Context: an optimization exercise on an open-source flow, tuned for small area. The choices shown serve that exercise and are no tape-out recipe. Only simulation tests tie the RTL to the original design; equivalence was not proved. Power is estimated from default activity; no workload was simulated.

==> run B <==
==> flow/design.v (excerpt) <==
module sha3_pad_chunker (
  input  logic         clk,
  input  logic         reset,
  input  logic         in_valid,
  output logic         in_ready,
  input  logic [7:0]   in_data,
  input  logic         in_bvalid,
  input  logic         in_last,
  output logic         pushout,
  output logic [2:0]   doutix,
  output logic [199:0] dout,
  output logic         blk_first,
  output logic         blk_last
);
  localparam int NB = 136;           
  localparam int CB = 25;            
  logic        wait_reg;             
  logic [2:0]  cc_reg;               
  logic [4:0]  cj_reg;               
  logic [4:0]  gap_reg;              
  logic        pad_pending_reg;
  logic        first_reg;
  logic        last_reg;
  logic [7:0]  buf_q [NB];
  logic emit;
  logic fill;
  logic take;
  logic [2:0] dix;
  assign emit     = gap_reg[4];
  assign fill     = !wait_reg && !emit;
  assign take     = fill && in_valid;
  assign in_ready = reset && fill;
  assign dix      = ~gap_reg[2:0];
  logic [2:0] pc;
  logic [4:0] pj;
  always_comb begin
    pc = cc_reg;
    pj = cj_reg;
    if (in_bvalid) begin
      if (cj_reg == 5'd24) begin
        pc = cc_reg + 3'd1;
        pj = 5'd0;
      end else begin
        pj = cj_reg + 5'd1;
      end
    end
  end
  logic p_full;                      
  assign p_full = (pc == 3'd5) && (pj == 5'd11);
  always_ff @(posedge clk or negedge reset) begin
    if (!reset) begin
      wait_reg        <= 1'b0;
      cc_reg          <= '0;
      cj_reg          <= '0;
      gap_reg         <= '0;
      pad_pending_reg <= 1'b0;
      first_reg       <= 1'b1;
      last_reg        <= 1'b0;
    end else begin
      if (gap_reg != 5'd0) gap_reg <= gap_reg - 5'd1;
      if (take) begin
        cc_reg <= pc;
        cj_reg <= pj;
        if (in_last) begin
          wait_reg <= 1'b1;
          if (!p_full) begin
            last_reg <= 1'b1;
          end else begin
            last_reg        <= 1'b0;
            pad_pending_reg <= 1'b1;
          end
        end else if (p_full) begin
          last_reg <= 1'b0;
          wait_reg <= 1'b1;
  ...
Settings: LEC_CHECK=0, CAP_MARGIN=20, CORE_MARGIN=2, CORE_UTILIZATION=60, PLACE_DENSITY=0.8, SLEW_MARGIN=20, SYNTH_HIERARCHICAL=1; clock period 5.0 ns.
standard.sh (not shown) runs the stock make flow with config.mk's settings and CLKGATE_MAP_FILE= SYNTH_SCRIPT=/design/flow/synth_recipe.tcl, a recipe that flattens the netlist after the stock synthesis.
==> flow/flow/run.sh <==
#!/bin/bash
# Layout flow: the standard ORFS flow (standard.sh, unchanged synthesis),
# with these changes to how the layout is made:
#   * port buffers use sky130_fd_sc_hd__buf_1 (every input and output port
#     still gets its own buffer);
#   * the clock tree: a clkbuf_16 root, clkbuf_8 upper levels, and clkbuf_4
#     sink buffers driving clusters of at most 10 flip-flops within 40 um,
#     without dummy loads.
# The make output goes to flow_make.log in the work folder; ORFS's own
# per-step logs are under orfs/logs/.
set -euo pipefail
cd "$(dirname "$0")/.."
CTS="-sink_clustering_enable -repair_clock_nets -dont_use_dummy_load"
CTS+=" -buf_list {sky130_fd_sc_hd__clkbuf_4 sky130_fd_sc_hd__clkbuf_8 sky130_fd_sc_hd__clkbuf_16}"
CTS+=" -root_buf sky130_fd_sc_hd__clkbuf_16 -tree_buf sky130_fd_sc_hd__clkbuf_8"
CTS+=" -sink_clustering_buffer sky130_fd_sc_hd__clkbuf_4"
CTS+=" -sink_clustering_size 10 -sink_clustering_max_diameter 40"
bash standard.sh \
  "BUFFER_PORTS_ARGS=-buffer_cell sky130_fd_sc_hd__buf_1" \
  "CTS_ARGS=$CTS" \
  finish > flow_make.log 2>&1
==> run G (differences from run B) <==
==> flow/design.v (replaced) <==
`timescale 1ns/1ps
module sha3_pad_chunker (
  input  logic         clk,
  input  logic         reset,
  input  logic         in_valid,
  output logic         in_ready,
  input  logic [7:0]   in_data,
  input  logic         in_bvalid,
  input  logic         in_last,
  output logic         pushout,
  output logic [2:0]   doutix,
  output logic [199:0] dout,
  output logic         blk_first,
  output logic         blk_last
);
  localparam int NB = 136;           
  localparam int CB = 25;            
  logic        wait_reg;             
  logic [2:0]  cc_reg;               
  logic [4:0]  cj_reg;               
  logic [4:0]  gap_reg;              
  logic        pad_pending_reg;
  logic        first_reg;
  logic        last_reg;
  logic [7:0]  buf_q [NB];
  logic emit;
  logic fill;
  logic take;
  logic [2:0] dix;
  assign emit     = gap_reg[4];
  assign fill     = !wait_reg && !emit;
  assign take     = fill && in_valid;
  assign in_ready = reset && fill;
  assign dix      = ~gap_reg[2:0];
  logic [2:0] pc;
  logic [4:0] pj;
  always_comb begin
    pc = cc_reg;
    pj = cj_reg;
    if (in_bvalid) begin
      if (cj_reg == 5'd24) begin
        pc = cc_reg + 3'd1;
        pj = 5'd0;
      end else begin
        pj = cj_reg + 5'd1;
      end
    end
  end
  logic p_full;                      
  assign p_full = (pc == 3'd5) && (pj == 5'd11);
  always_ff @(posedge clk or negedge reset) begin
    if (!reset) begin
      wait_reg        <= 1'b0;
      cc_reg          <= '0;
      cj_reg          <= '0;
      gap_reg         <= '0;
      pad_pending_reg <= 1'b0;
      first_reg       <= 1'b1;
      last_reg        <= 1'b0;
    end else begin
      if (gap_reg != 5'd0) gap_reg <= gap_reg - 5'd1;
      if (take) begin
        cc_reg <= pc;
        cj_reg <= pj;
        if (in_last) begin
          wait_reg <= 1'b1;
          if (!p_full) begin
            last_reg <= 1'b1;
          end else begin
            last_reg        <= 1'b0;
            pad_pending_reg <= 1'b1;
          end
        end else if (p_full) begin
          last_reg <= 1'b0;
          wait_reg <= 1'b1;
        end
      end
      if (wait_reg && gap_reg == 5'd0) begin
        wait_reg <= 1'b0;
        gap_reg  <= 5'd23;
      end
      if (emit && gap_reg[2:0] == 3'b000) begin
        cc_reg    <= '0;
        cj_reg    <= '0;
        first_reg <= last_reg;
        if (pad_pending_reg) begin
          last_reg        <= 1'b1;
          pad_pending_reg <= 1'b0;
          wait_reg        <= 1'b1;
        end
      end
    end
  end
  logic [5:0]  wc;                   
  logic [24:0] wj;                   
  always_comb begin
    for (int c = 0; c < 6; c++) wc[c] = take && in_bvalid && (cc_reg == 3'(c));
    for (int j = 0; j < CB; j++) wj[j] = (cj_reg == 5'(j));
  end
  always_ff @(posedge clk) begin
    for (int k = 0; k < NB; k++)
      if (wc[k / CB] && wj[k % CB]) buf_q[k] <= in_data;
  end
  logic [5:0]  oc;                   
  logic        c_lt;                 
  logic        c_eq;                 
  logic [24:0] vj;                   
  logic [24:0] pad6;                 
  logic        pad8;                 
  always_comb begin
    for (int c = 0; c < 6; c++) oc[c] = emit && (dix == 3'(c));
    c_lt = (dix < cc_reg);
    c_eq = (dix == cc_reg);
    for (int j = 0; j < CB; j++) begin
      vj[j]   = c_lt || (c_eq && (5'(j) < cj_reg));
      pad6[j] = emit && last_reg && c_eq && wj[j];
    end
    pad8 = emit && last_reg && (dix == 3'd5);
  end
  always_comb begin
    dout = '0;
    for (int k = 0; k < NB; k++)
      if (oc[k / CB] && vj[k % CB]) dout[(k % CB)*8 +: 8] = dout[(k % CB)*8 +: 8] | buf_q[k];
    for (int j = 0; j < CB; j++)
      dout[j*8 +: 8] = dout[j*8 +: 8] | (pad6[j] ? 8'h06 : 8'h00);
    dout[10*8 + 7] = dout[10*8 + 7] | pad8;
  end
  assign pushout   = emit;
  assign doutix    = emit ? dix : 3'd0;
  assign blk_first = emit && first_reg;
  assign blk_last  = emit && last_reg;
endmodule
==> flow/run.sh (new file) <==
#!/bin/bash
# synth_recipe.tcl (not shown) runs the flow's synth.tcl, then flattens the netlist and writes it again
# the make line also repeats each setting of config.mk as NAME=value (left out here)
make -C /OpenROAD-flow-scripts/flow DESIGN_CONFIG=/design/flow/config.mk WORK_HOME=/design/flow/orfs CLKGATE_MAP_FILE= SYNTH_SCRIPT=/design/flow/synth_recipe.tcl finish
CORE_UTILIZATION = 40   (was 60)
PLACE_DENSITY = unset   (was 0.8)
SYNTH_HIERARCHICAL = unset   (was 1)
removed: flow/flow/run.sh
removed: flow/standard.sh
==> run summary <==
- Against run B, the synthesized area of run G is higher by about 1.7%.
- Against run G, the final cell count of run B is lower by about 17%.
- Global-route usage: run G is lower than run B (6.6 points).
- Against run B, the critical path depth of run G is higher by 1.
- Of run G and run B, run B has the higher setup slack (gap 0.12 ns).
- Of run B and run G, run G has the higher power (gap 19%, measured against run G).

## re-timing with driven ports
The results above use ideal ports. As a check the final layouts listed here were re-extracted and re-timed, cells and wires unchanged.
Step 1: set_driving_cell puts a clkbuf_16 on clk and a buf_2 on each other input, an assumption about the parent block.
Step 2 adds t to the input delays and takes it off the output delays; t is the mean of the earliest and latest rising clock arrival at the registers after step 1. Input paths then give back, and output paths get back, about the clock's delay inside the block.
a / b / c = no drivers / after step 1 / after step 2; a / b = the first two.
run | t (ns) | setup WS [ns] | worst register clock-pin slew, ns
run B | 0.703 | 0.225 / 0.161 / 0.864 | 0.11 / 0.11
run G | 0.761 | 0.102 / 0.035 / 0.710 | 0.07 / 0.07
After both steps setup and hold are still met in every run listed.
